What follows belongs to an exercise in optimizing a design on an open flow for small area; a production flow would make more cautious choices. In this exercise RTL edits were held to simulation tests only and were not proved equivalent to the original. Power and IR drop assume default switching activity.

build 46:
## regfile_scoreboard_imm
module regfile_scoreboard_imm
#(
  parameter int XLEN   = 32,
  parameter int NREGS  = 32,
  parameter int BYPASS = 1,
  localparam int AW    = $clog2(NREGS)
) (
  input  logic             clk,
  input  logic             rst,
  input  logic [31:0]      inst,
  input  logic             issue_valid,
  input  logic             wb_valid,
  input  logic [AW-1:0]    wb_rd,
  input  logic [XLEN-1:0]  wb_data,
  output logic [XLEN-1:0]  rs1_data,
  output logic [XLEN-1:0]  rs2_data,
  output logic [XLEN-1:0]  imm,
  output logic             stall,
  output logic [NREGS-1:0] busy_vec
);
Size: roughly 3600 cells after synthesis, roughly 1000 flip-flops, about 200 I/O pins, roughly 42000 sq um of cells after synthesis.
Settings: LEC_CHECK=0, CAP_MARGIN=5, CORE_MARGIN=2, CORE_UTILIZATION=50, SETUP_SLACK_MARGIN=0, SLEW_MARGIN=5, SYNTH_HIERARCHICAL=1, SYNTH_MINIMUM_KEEP_SIZE=0; clock period 7.0 ns.
standard.sh (not shown) runs the stock make flow with config.mk's settings and CLKGATE_MAP_FILE= SYNTH_SCRIPT=/design/flow/synth_recipe.tcl, a recipe that flattens the netlist after the stock synthesis.
==> flow/flow/run.sh <==
#!/bin/bash
# Standard layout with smaller port buffers and a clock tree built from
# small sink clusters of mid-size clock buffers, without dummy loads.
set -euo pipefail
export BUFFER_PORTS_ARGS="-buffer_cell sky130_fd_sc_hd__buf_2"
export CTS_ARGS="-sink_clustering_enable -repair_clock_nets -dont_use_dummy_load -buf_list {sky130_fd_sc_hd__clkbuf_8} -sink_clustering_size 20 -sink_clustering_max_diameter 50"
bash standard.sh > flow_make.log 2>&1
STATUS run=build 46 STAGES=ALL_DONE FINAL_CHECKS=FAILED CAUSE=capacitance limit, slew limit
Inputs modified between build 46 and build 47:
-- flow/config.mk --
<<< build 46, line 8
export CAP_MARGIN = 5
>>> build 47, line 8
export CAP_MARGIN = 20
<<< build 46, line 12
export SLEW_MARGIN = 5
>>> build 47, line 12
export SLEW_MARGIN = 20
Findings:
Build 47 finished all stages; the layout is clean.
Comparing build 46 against build 47, there is no change at all in total of flip-flops plus latches after synthesis.
On proportion of final cell area spent on non-clock buffers, build 47 tracks build 46 almost exactly.
The run showing the smaller count of clock-buffer cells in the layout is build 46.
Total internal power was lower in the run labelled build 46.

* * *

## run A
regfile_scoreboard_imm, a different RTL version from the one above (not shown whole).
For scale: about 3500 cells after synthesis, ~1000 flip-flops, about 200 I/O pins, roughly 41000 sq um of cells after synthesis.
export LEC_CHECK = 0
export CAP_MARGIN = 20
export CORE_ASPECT_RATIO = 2
export CORE_MARGIN = 2
export CORE_UTILIZATION = 40
export SETUP_SLACK_MARGIN = 0.5
export SLEW_MARGIN = 20
export SYNTH_HIERARCHICAL = 1
export SYNTH_MINIMUM_KEEP_SIZE = 0
create_clock -name core_clock -period 7.0 [get_ports {clk}]
==> flow/flow/run.sh <==
#!/bin/bash
# Standard layout with smaller port buffers, internal buffers from
# timing-driven global placement removed before the placement repair
# (which re-buffers only nets that still violate slew or capacitance), and
# a clock tree built from small sink clusters of mid-size clock buffers
# without dummy loads.
set -euo pipefail
export BUFFER_PORTS_ARGS="-buffer_cell sky130_fd_sc_hd__buf_2"
export PRE_RESIZE_TCL="$PWD/flow/rmbuf.tcl"
export CTS_ARGS="-sink_clustering_enable -repair_clock_nets -dont_use_dummy_load -buf_list {sky130_fd_sc_hd__clkbuf_8} -sink_clustering_size 16 -sink_clustering_max_diameter 50"
bash standard.sh > flow_make.log 2>&1
==> flow/flow/rmbuf.tcl <==
# Remove the buffers that timing-driven global placement added inside the
# design (port buffers stay), so that repair_design below re-buffers only
# the nets that still violate slew or capacitance limits.
set rmbuf_block [ord::get_db_block]
set rmbuf_list {}
foreach rmbuf_inst [$rmbuf_block getInsts] {
  set rmbuf_m [[$rmbuf_inst getMaster] getName]
  if {![regexp {^sky130_fd_sc_hd__buf_[0-9]+$} $rmbuf_m]} continue
  set rmbuf_port 0
  foreach rmbuf_it [$rmbuf_inst getITerms] {
    set rmbuf_n [$rmbuf_it getNet]
    if {$rmbuf_n ne "NULL" && [llength [$rmbuf_n getBTerms]] > 0} { set rmbuf_port 1 }
  }
  if {!$rmbuf_port} { lappend rmbuf_list [$rmbuf_inst getName] }
}
puts "Removing [llength $rmbuf_list] internal buffers"
if {[llength $rmbuf_list] > 0} {
  set rmbuf_cells [get_cells $rmbuf_list]
  if {[llength $rmbuf_cells] == [llength $rmbuf_list]} {
    rsz::remove_buffers_cmd $rmbuf_cells
  }
}
What run B does differently from run A at the input level:
==> flow/flow/run.sh <==
#!/bin/bash
# Standard layout with the smallest port buffers, internal buffers from
# timing-driven global placement removed before the placement repair
# (which re-buffers only nets that still violate slew or capacitance), and
# a clock tree built from small sink clusters of mid-size clock buffers
# without dummy loads.
set -euo pipefail
export BUFFER_PORTS_ARGS="-buffer_cell sky130_fd_sc_hd__buf_1"
export PRE_RESIZE_TCL="$PWD/flow/rmbuf.tcl"
export CTS_ARGS="-sink_clustering_enable -repair_clock_nets -dont_use_dummy_load -buf_list {sky130_fd_sc_hd__clkbuf_8} -sink_clustering_size 16 -sink_clustering_max_diameter 50"
bash standard.sh > flow_make.log 2>&1
==> run summary <==
- Run A and run B all finish clean.
- Max freq run A -> run B: degraded
- Share of total power consumed by net switching, run A and run B, higher one = run A.
- Compare run A and run B | area growth from synthesis to layout lower: run B
- The standard cells in run B occupy less silicon area than those in run A do.
- There was hardly any difference in clock sink count between run B and run A.
- Cmp run B vs run A: critical path depth higher in run B
- [compare] base=run A new=run B: detailed-route vias per instance went up, routed wire length saw little to no change.
Changes in run C relative to run B:
==> flow/flow/run.sh <==
#!/bin/bash
# Standard layout with the smallest port buffers, internal buffers from
# timing-driven global placement removed before the placement repair
# (which re-buffers only nets that still violate slew or capacitance), and
# a clock tree built from small sink clusters of mid-size clock buffers
# without dummy loads.
set -euo pipefail
export BUFFER_PORTS_ARGS="-buffer_cell sky130_fd_sc_hd__buf_1"
export PRE_RESIZE_TCL="$PWD/flow/rmbuf.tcl"
export CTS_ARGS="-sink_clustering_enable -repair_clock_nets -dont_use_dummy_load -buf_list {sky130_fd_sc_hd__clkbuf_8} -sink_clustering_size 14 -sink_clustering_max_diameter 50"
bash standard.sh > flow_make.log 2>&1
==> run summary <==
Run C: full flow OK, the timing, design-rule and antenna checks passed
Looking at startpoint of the most critical setup path, the wb_rd[0] result is from run B; the inst[21] one comes from run C.
Looking only at arrival time at the worst endpoint, and setting everything else aside, the lower value of run B and run C goes to run C.
Taking run B as the reference, in run C shortest clock period the worst path allows after layout went down by 33 ps; detailed route wirelength on metal3 went up by 3.1%; vias per cell went down by about 0.44%.

[afterwards: timing with drivers on the ports]
Ports are ideal in the flow. The routed layouts listed here were re-timed in OpenROAD. Step 1: set_driving_cell puts a clkbuf_16 on clk and a buf_2 on each other input, an assumption about the parent block. Step 2 also shifts input and output timing later by t, the mid clock arrival at the registers, as if the neighbouring blocks saw the same clock. Slacks: no drivers / after step 1 / after step 2; pairs: no drivers / after step 1.
run | t (ns) | setup WS [ns] | clock arrival spread, ns | cell pins on the clock port's net
build 46 | 0.841 | 0.641 / 0.613 / 0.613 | 0.109 / 0.109 | 1
build 47 | 0.818 | 0.740 / 0.710 / 0.710 | 0.121 / 0.122 | 1
run A | 0.873 | 0.486 / 0.460 / 0.460 | 0.089 / 0.089 | 1
run B | 0.853 | 0.394 / 0.373 / 0.373 | 0.061 / 0.061 | 1
run C | 0.849 | 0.427 / 0.367 / 0.367 | 0.057 / 0.057 | 1
For run C, which loses most, drivers alone change the setup slack by -0.060 ns; drivers and shift together by -0.060 ns.
